Context: an optimization exercise on an open-source flow, tuned for small area, a short achievable clock period and few clock cycles per item. The choices shown serve that exercise and are no tape-out recipe.
RTL that was checked went through simulation tests only; none was proved equivalent to the original.

==> trial 95: inputs <==
==> flow/design.v (excerpt) <==
module idct_top (
	input logic Clock,
	input logic Resetn,
	input logic start,
	input logic coef_we,
	input logic [5:0] coef_addr,
	input logic [15:0] coef_data_in,
	output logic pixel_valid,
	output logic [5:0] pixel_index,
	output logic [7:0] pixel_value,
	output logic busy,
	output logic done
);
==> module idct_top, before the edit <==
module idct_top (
	input logic Clock,
	input logic Resetn,
	input logic start,
	input logic coef_we,
	input logic [5:0] coef_addr,
	input logic [15:0] coef_data_in,
	output logic pixel_valid,
	output logic [5:0] pixel_index,
	output logic [7:0] pixel_value,
	output logic busy,
	output logic done
);
	localparam int ROW_LAT = idct_pkg::ROW_LAT;
	localparam int COL_LAT = idct_pkg::COL_LAT;
	logic ring_we;
	logic [2:0] ring_pos;
	logic [2:0] ring_slot;
	logic [15:0] ring_data;
	logic [5:0] tau;
	logic hold_load;
	logic [2:0] col_step;
	logic [127:0] head;
	logic [127:0] next_head;
	logic [16:0] y04;
	logic signed [21:0] t;
	logic signed [21:0] sr [7];
	logic [22:0] ha, hb;
	logic [21:0] h1, h2, h3, h5, h6, h7;
	idct_sequencer #(.ROW_LAT(ROW_LAT), .COL_LAT(COL_LAT)) i_sequencer (
		.Clock(Clock),
		.Resetn(Resetn),
		.start(start),
		.coef_we(coef_we),
		.coef_addr(coef_addr),
		.coef_data_in(coef_data_in),
		.ring_we(ring_we),
		.ring_pos(ring_pos),
		.ring_slot(ring_slot),
		.ring_data(ring_data),
		.tau(tau),
		.hold_load(hold_load),
		.col_step(col_step),
		.pixel_valid(pixel_valid),
		.pixel_index(pixel_index),
		.busy(busy),
		.done(done)
	);
	idct_coef_ring i_ring (
		.Clock(Clock),
		.wr_en(ring_we),
		.wr_pos(ring_pos),
		.wr_slot(ring_slot),
		.wr_data(ring_data),
		.head(head),
		.next_head(next_head)
	);
	always_ff @(posedge Clock) begin
		y04 <= 17'($signed(next_head[15:0])) + 17'($signed(next_head[79:64]));
	end
	idct_rowdot i_row (
		.Clock(Clock),
		.m(tau[5:3]),
		.row(head),
		.y04(y04),
		.t(t)
	);
	always_ff @(posedge Clock) begin
		for (int k = 0; k < 6; k++) begin
			sr[k] <= sr[k + 1];
		end
		sr[6] <= t;
	end
	always_ff @(posedge Clock) begin
		if (hold_load) begin
			ha <= 23'(sr[0]) + 23'(sr[4]);
			hb <= 23'(sr[0]) - 23'(sr[4]);
			h1 <= sr[1];
			h2 <= sr[2];
			h3 <= sr[3];
			h5 <= sr[5];
			h6 <= sr[6];
			h7 <= t;
		end else begin
			ha <= hb;
			hb <= ha;
			h3 <= h1;
			h6 <= h2;
			h7 <= ~h3;
			h1 <= ~h5;
			h2 <= ~h6;
			h5 <= ~h7;
		end
	end
	idct_coldot i_col (
		.Clock(Clock),
		.n(col_step),
		.ya(ha),
		.y1(h1),
		.y2(h2),
		.y3(h3),
		.y5(h5),
		.y6(h6),
		.y7(h7),
		.pix(pixel_value)
	);
endmodule
clock: 11.0 ns
lec_check: 0
cap_margin: 20
core_margin: 2
core_utilization: 40
cts_cluster_diameter: 150
cts_cluster_size: 20
slew_margin: 20
standard.sh (not shown) runs the stock make flow with config.mk's settings and CLKGATE_MAP_FILE= SYNTH_SCRIPT=/design/flow/synth_recipe.tcl, a recipe that flattens the netlist after the stock synthesis.
==> flow/flow/run.sh <==
#!/bin/bash
# Standard synthesis; then the inverters that synthesis leaves between full
# adders are removed (flow/fixinv.py flips adders, a full adder being
# self-dual); then the standard layout, with timing repair aimed at
# flow/margin.txt ns of setup slack.
set -euo pipefail
MARGIN=$(cat flow/margin.txt)
R=orfs/results/${FLOW_PLATFORM}/idct_top/base
bash standard.sh synth > synth.log 2>&1
python3 flow/fixinv.py $R/1_2_yosys.v $R/1_2_yosys_fixinv.v > fixinv.log 2>&1
cp $R/1_2_yosys.v $R/1_2_yosys_orig.v
cp $R/1_2_yosys_fixinv.v $R/1_2_yosys.v
rm -f $R/1_synth.odb $R/1_synth.sdc
bash standard.sh SETUP_SLACK_MARGIN=$MARGIN MATCH_CELL_FOOTPRINT=0 finish > layout.log 2>&1
==> flow/flow/margin.txt <==
7.3
Other scripts of this flow, unchanged in this note and not shown: flow/flow/fixinv.py
==> trial 31: changes against trial 95 <==
--- a/flow/design.v
+++ b/flow/design.v
@@ -88,14 +88,15 @@
 `timescale 1ns/1ps
 module idct_coef_ring (
 	input logic Clock,
 	input logic wr_en,
 	input logic [2:0] wr_pos,
 	input logic [2:0] wr_slot,
 	input logic [15:0] wr_data,
+	input logic wr_inv,
 	output logic [127:0] head,
 	output logic [127:0] next_head
 );
 	logic [1023:0] ring;
 	logic [1023:0] shifted;
 	logic [127:0] wrapped;
 	logic [1023:0] pol;
@@ -117,15 +118,15 @@
 	assign wrapped[2*16 +: 16] = ~ring_true[6*16 +: 16];
 	assign wrapped[5*16 +: 16] = ~ring_true[7*16 +: 16];
 	assign shifted = {wrapped, ring_true[1023:128]};
 	always_ff @(posedge Clock) begin
 		for (int p = 0; p < 8; p++) begin
 			for (int s = 0; s < 8; s++) begin
 				if (wr_en && (wr_pos == 3'(p)) && (wr_slot == 3'(s))) begin
-					ring[p*128 + s*16 +: 16] <= wr_data ^ {16{p[0]}};
+					ring[p*128 + s*16 +: 16] <= wr_data ^ {16{wr_inv ^ p[0]}};
 				end else begin
 					ring[p*128 + s*16 +: 16] <= shifted[p*128 + s*16 +: 16] ^ {16{p[0]}};
 				end
 			end
 		end
 	end
 endmodule
@@ -140,14 +141,15 @@
 	input logic coef_we,
 	input logic [5:0] coef_addr,
 	input logic [15:0] coef_data_in,
 	output logic ring_we,
 	output logic [2:0] ring_pos,
 	output logic [2:0] ring_slot,
 	output logic [15:0] ring_data,
+	output logic ring_inv,
 	output logic [5:0] tau,
 	output logic hold_load,
 	output logic [2:0] col_step,
 	output logic pixel_valid,
 	output logic [5:0] pixel_index,
 	output logic busy,
 	output logic done
@@ -177,15 +179,16 @@
 	assign q1 = tau2[2:0];
 	assign wu = coef_addr[5:3];
 	assign wn = tau2[5:3] + {2'b00, (wu < q1)};
 	assign wmap = idct_pkg::wr_map(wn, coef_addr[2:0]);
 	always_ff @(posedge Clock) begin
 		ring_pos <= wu - q1;
 		ring_slot <= wmap[2:0];
-		ring_data <= coef_data_in ^ {16{wmap[3]}};
+		ring_data <= coef_data_in;
+		ring_inv <= wmap[3];
 	end
 	assign tau1 = tau + 6'd1;
 	assign busy_i = waiting || run;
 	assign hold_load = (tau[2:0] == 3'(7 + ROW_LAT));
 	assign col_step = tau[2:0] - 3'(ROW_LAT);
 	assign tau_pix = tau1 - 6'(DLY);
 	always_comb begin
@@ -3522,14 +3525,15 @@
 );
 	localparam int ROW_LAT = idct_pkg::ROW_LAT;
 	localparam int COL_LAT = idct_pkg::COL_LAT;
 	logic ring_we;
 	logic [2:0] ring_pos;
 	logic [2:0] ring_slot;
 	logic [15:0] ring_data;
+	logic ring_inv;
 	logic [5:0] tau;
 	logic hold_load;
 	logic [2:0] col_step;
 	logic [127:0] head;
 	logic [127:0] next_head;
 	logic [16:0] y04;
 	logic signed [21:0] t;
@@ -3543,33 +3547,35 @@
 		.coef_we(coef_we),
 		.coef_addr(coef_addr),
 		.coef_data_in(coef_data_in),
 		.ring_we(ring_we),
 		.ring_pos(ring_pos),
 		.ring_slot(ring_slot),
 		.ring_data(ring_data),
+		.ring_inv(ring_inv),
 		.tau(tau),
 		.hold_load(hold_load),
 		.col_step(col_step),
 		.pixel_valid(pixel_valid),
 		.pixel_index(pixel_index),
 		.busy(busy),
 		.done(done)
 	);
 	idct_coef_ring i_ring (
 		.Clock(Clock),
 		.wr_en(ring_we),
 		.wr_pos(ring_pos),
 		.wr_slot(ring_slot),
 		.wr_data(ring_data),
+		.wr_inv(ring_inv),
 		.head(head),
 		.next_head(next_head)
 	);
 	always_ff @(posedge Clock) begin
-		y04 <= 17'($signed(next_head[15:0])) + 17'($signed(next_head[79:64]));
+		y04 <= {next_head[15], next_head[15:0]} + {next_head[79], next_head[79:64]};
 	end
 	idct_rowdot i_row (
 		.Clock(Clock),
 		.m(tau[5:3]),
 		.row(head),
 		.y04(y04),
 		.t(t)
==> flow/flow/margin.txt (replaced) <==
7.5
Settings changed: CORE_UTILIZATION 40 to 55.
==> build 27: changes against trial 95 <==
--- a/flow/design.v
+++ b/flow/design.v
@@ -3561,15 +3561,15 @@
 		.wr_pos(ring_pos),
 		.wr_slot(ring_slot),
 		.wr_data(ring_data),
 		.head(head),
 		.next_head(next_head)
 	);
 	always_ff @(posedge Clock) begin
-		y04 <= 17'($signed(next_head[15:0])) + 17'($signed(next_head[79:64]));
+		y04 <= {next_head[15], next_head[15:0]} + {next_head[79], next_head[79:64]};
 	end
 	idct_rowdot i_row (
 		.Clock(Clock),
 		.m(tau[5:3]),
 		.row(head),
 		.y04(y04),
 		.t(t)
==> flow/flow/margin.txt (replaced) <==
7.5
==> qor summary <==
Status: trial 31 timing/DRC/antenna clean; trial 95 timing/DRC/antenna clean; build 27 timing/DRC/antenna clean
Seq. cell area: trial 31 0.0347 mm²; trial 95 0.0346 mm²; build 27 0.0346 mm²
Arrival time of data at the critical path endpoint: trial 31 4350 ps; trial 95 4330 ps; build 27 4350 ps
Endpoint of the worst hold-timing path: trial 31 sr[1][8]$_DFF_P_; trial 95 sr[1][10]$_DFF_P_; build 27 sr[0][14]$_DFF_P_
Worst Reg2Reg Path Length in Cells: trial 31 12; trial 95 6; build 27 8
Layout clock buffer count: trial 31 101; trial 95 103; build 27 104
HPWL after detailed placement: trial 31 153 mm; trial 95 138 mm; build 27 138 mm
Number of buffers created by CTS: trial 31 96; trial 95 95; build 27 95
Clk sinks: trial 31 1712; trial 95 1711; build 27 1711
Filler cells: trial 31 11100; trial 95 17300; build 27 17200
Sum of routed wire segments on met1: trial 31 88.6 mm; trial 95 86.6 mm; build 27 87.5 mm
Count of placed standard cells including taps: trial 31 8275; trial 95 8673; build 27 8671
Routed wl met3: trial 31 11.0 mm; trial 95 9.95 mm; build 27 9.78 mm
Final Non-Filler Cells: trial 31 8463; trial 95 8832; build 27 8856
Final worst-path setup slack: trial 31 7320 ps; trial 95 7280 ps; build 27 7320 ps
Reg2Reg Capture Point: trial 31 i_row.rt_r6[54]$_DFF_P_; trial 95 i_col.ct_r6[50]$_DFF_P_; build 27 i_col.ct_r6[62]$_DFF_P_
Height of the die: trial 31 374 µm; trial 95 438 µm; build 27 438 µm
Post-Synthesis Mean Instance Area: trial 31 11.2 µm²; trial 95 11.8 µm²; build 27 11.8 µm²
Total global-route track usage: trial 31 30.8%; trial 95 20.2%; build 27 20.2%
Global-route wire length before repair: trial 31 313 mm; trial 95 291 mm; build 27 291 mm
GR Layer Usage met1: trial 31 40.7%; trial 95 27.8%; build 27 28.1%
CP most frequent cell: trial 31 sky130_fd_sc_hd__fa_2; trial 95 sky130_fd_sc_hd__ha_4; build 27 sky130_fd_sc_hd__fa_2
Maximum number of pins on one net before global-route repair: trial 31 196; trial 95 213; build 27 197
Testbench counts of build 27, summed over its fixed seeds: cycles 13,856, blocks 96.
Only the layout flow was run in trial 95 and trial 31; the RTL was not checked for function there.

-- static timing again, ports no longer ideal --
No port has a modelled driver above. Below, the same layouts with a new extraction and two added sets of constraints.
Step 1, drivers: a clkbuf_16 drives Clock and a buf_2 each remaining input, both assumed.
Step 2 also shifts input and output timing later by t, the mid clock arrival at the registers, as if the neighbouring blocks saw the same clock.
Slacks: ideal ports / drivers / drivers and shift; pairs: ideal ports / drivers.
| run | t, ns | setup slack, ns | worst setup path at the end |
|---|---|---|---|
| trial 95 | 0.829 | 7.284 / 7.324 / 6.495 | input to register |
| trial 31 | 0.834 | 7.324 / 7.324 / 6.887 | input to register |
| build 27 | 0.825 | 7.319 / 7.319 / 6.559 | input to register |
After both steps every run listed still meets setup and hold. The setup slack of trial 95, which loses most, moves by +0.040 ns with the drivers and by -0.789 ns with both steps.
